What follows belongs to an exercise in optimizing a design on an open flow for small area; a production flow would make more cautious choices. Function was checked by simulation only, so behaviour that the tests miss may differ from the original. Power and IR drop assume default switching activity.

==> flow/design.v (excerpt) <==
module dma_top (
    input  wire         clk,
    input  wire         rst_n,
    input  wire         host_wr,
    input  wire         host_rd,
    input  wire [11:0]  host_addr,
    input  wire [31:0]  host_wdata,
    output logic [31:0] host_rdata,
    output logic        host_rvalid,
    output logic        mem_cmd_write,
    output logic [31:0] mem_cmd_addr,
    output logic [7:0]  mem_cmd_len,
    output logic        mem_cmd_valid,
    output logic [31:0] mem_wdata,
    output logic        mem_wvalid,
    output logic        mem_wlast,
    input  wire [31:0]  mem_rdata,
    input  wire         mem_rvalid,
    output logic        busy,
    output logic        xfer_done
);
    logic        wr_q, rd_q;
    logic [1:0]  region_q;    
    logic [5:0]  offset_q;
    logic [31:0] wdata_q;
    always_ff @(posedge clk) begin
        if (!rst_n) begin
            wr_q <= 1'b0;
            rd_q <= 1'b0;
        end else begin
            wr_q <= host_wr;
            rd_q <= host_rd;
        end
    end
    always_ff @(posedge clk) begin
        region_q <= (host_addr[11:10] != 2'b00 || host_addr[9:8] == 2'b11) ? 2'd3
                                                                             : host_addr[9:8];
        offset_q <= host_addr[7:2];
        wdata_q  <= host_wdata;
    end
    logic [31:0] wd;
    assign wd = rst_n ? wdata_q : 32'd0;
    logic wr_in, wr_cfg;
    assign wr_in  = wr_q && (region_q == 2'd0);
    assign wr_cfg = wr_q && (region_q == 2'd1);
    logic [31:0] ctrl_q, src_q, dst_q;
    logic        start;
    logic        wr_ctrl, wr_src, wr_dst;
    assign wr_ctrl = wr_cfg && (offset_q == 6'd0);
    assign wr_src  = wr_cfg && (offset_q == 6'd1);
    assign wr_dst  = wr_cfg && (offset_q == 6'd2);
    always_ff @(posedge clk) begin
        if (!rst_n || wr_ctrl) ctrl_q[31:2] <= wd[31:2];
        if (!rst_n || wr_ctrl || start) ctrl_q[1:0] <= wr_ctrl ? wd[1:0] : 2'd0;
        if (!rst_n || wr_src) src_q <= wd;
  ...
export LEC_CHECK = 0
export CAP_MARGIN = 20
export CORE_MARGIN = 2
export CORE_UTILIZATION = 50
export PLACE_DENSITY = 0.65
export SETUP_SLACK_MARGIN = 0.5
export SLEW_MARGIN = 20
create_clock -name core_clock -period 6.0 [get_ports {clk}]
standard.sh (not shown) runs the stock make flow with config.mk's settings and CLKGATE_MAP_FILE= SYNTH_SCRIPT=/design/flow/synth_recipe.tcl, a recipe that flattens the netlist after the stock synthesis.
==> flow/flow/run.sh <==
#!/bin/bash
# Standard layout, with these changes:
#  - ABC maps the logic with an area-oriented script (the ORFS scripts are
#    copied and only abc_speed.script is replaced; synth_recipe.tcl is unchanged);
#  - clock tree synthesis uses clkbuf_8 in larger sink clusters and no dummy loads;
#  - the port buffers are buf_1 cells.
set -euo pipefail
rm -rf scripts_mod
cp -r "$FLOW_HOME/scripts" scripts_mod
cp flow/abc_speed.script scripts_mod/abc_speed.script
CTS="-sink_clustering_enable -repair_clock_nets -dont_use_dummy_load -buf_list sky130_fd_sc_hd__clkbuf_8 -sink_clustering_size 16 -sink_clustering_max_diameter 45"
bash standard.sh SCRIPTS_DIR="$PWD/scripts_mod" synth > synth.log 2>&1
bash standard.sh SCRIPTS_DIR="$PWD/scripts_mod" "CTS_ARGS=$CTS" \
  "BUFFER_PORTS_ARGS=-buffer_cell sky130_fd_sc_hd__buf_1" finish > layout.log 2>&1
==> flow/flow/abc_speed.script <==
&get -n
&st
&dch
&nf -R 10000 -p -F 20 -A 20 -a -C 32
&put
topo
The starting point completed with no timing, DRC or antenna violations.
==> next run, changes <==
--- a/flow/flow/run.sh
+++ b/flow/flow/run.sh
@@ -10,3 +10,3 @@
 cp flow/abc_speed.script scripts_mod/abc_speed.script
-CTS="-sink_clustering_enable -repair_clock_nets -dont_use_dummy_load -buf_list sky130_fd_sc_hd__clkbuf_8 -sink_clustering_size 16 -sink_clustering_max_diameter 45"
+CTS="-sink_clustering_enable -repair_clock_nets -dont_use_dummy_load -buf_list sky130_fd_sc_hd__clkbuf_8 -sink_clustering_size 18 -sink_clustering_max_diameter 50"
 bash standard.sh SCRIPTS_DIR="$PWD/scripts_mod" synth > synth.log 2>&1
==> flow/flow/abc_speed.script (replaced) <==
&get -n
&st
&dch
&nf -R 1000 -p -F 10 -A 10 -a
&put
topo
- CORE_UTILIZATION: 50 -> 52
- PLACE_DENSITY: 0.65 -> 0.68
- SETUP_SLACK_MARGIN: 0.5 -> 0.2
After rerunning: Now the flow produced a layout that fails on setup timing; cell area shrinks by 0.85%; synthesized area hardly moves; first-iteration DRC count fell by 2.1%; total power fell by 2.7%; die area is lower by 3.7%; non-clock buffer count came out lower by 20; final cell count falls by 1.7%; clock skew fell by 18 ps; wire length decreases by 4.2%.

==> re-timing with driven ports <==
In the flow no input, the clock included, has a driving cell. The finished layouts below were timed again as built, in two steps. Step 1: set_driving_cell puts a clkbuf_16 on clk and a buf_2 on each other input, an assumption about the parent block. Step 2, shift: input delay + t, output delay - t, t = (earliest + latest rising clock arrival at the registers) / 2. This alone moves slack from input paths to output paths. a / b / c = ideal / step 1 / step 2; a / b = the first two.
run	shift t [ns]	setup WS [ns]	worst hold slack (ns)	worst register clock-pin slew, ns	cell pins on the clock port's net
the first run	1.026	0.271 / 0.191 / 1.217	0.282 / 0.227 / 0.452	0.11 / 0.11	1
the second run	1.004	-0.004 / -0.077 / 0.928	0.326 / 0.277 / 0.464	0.11 / 0.11	1
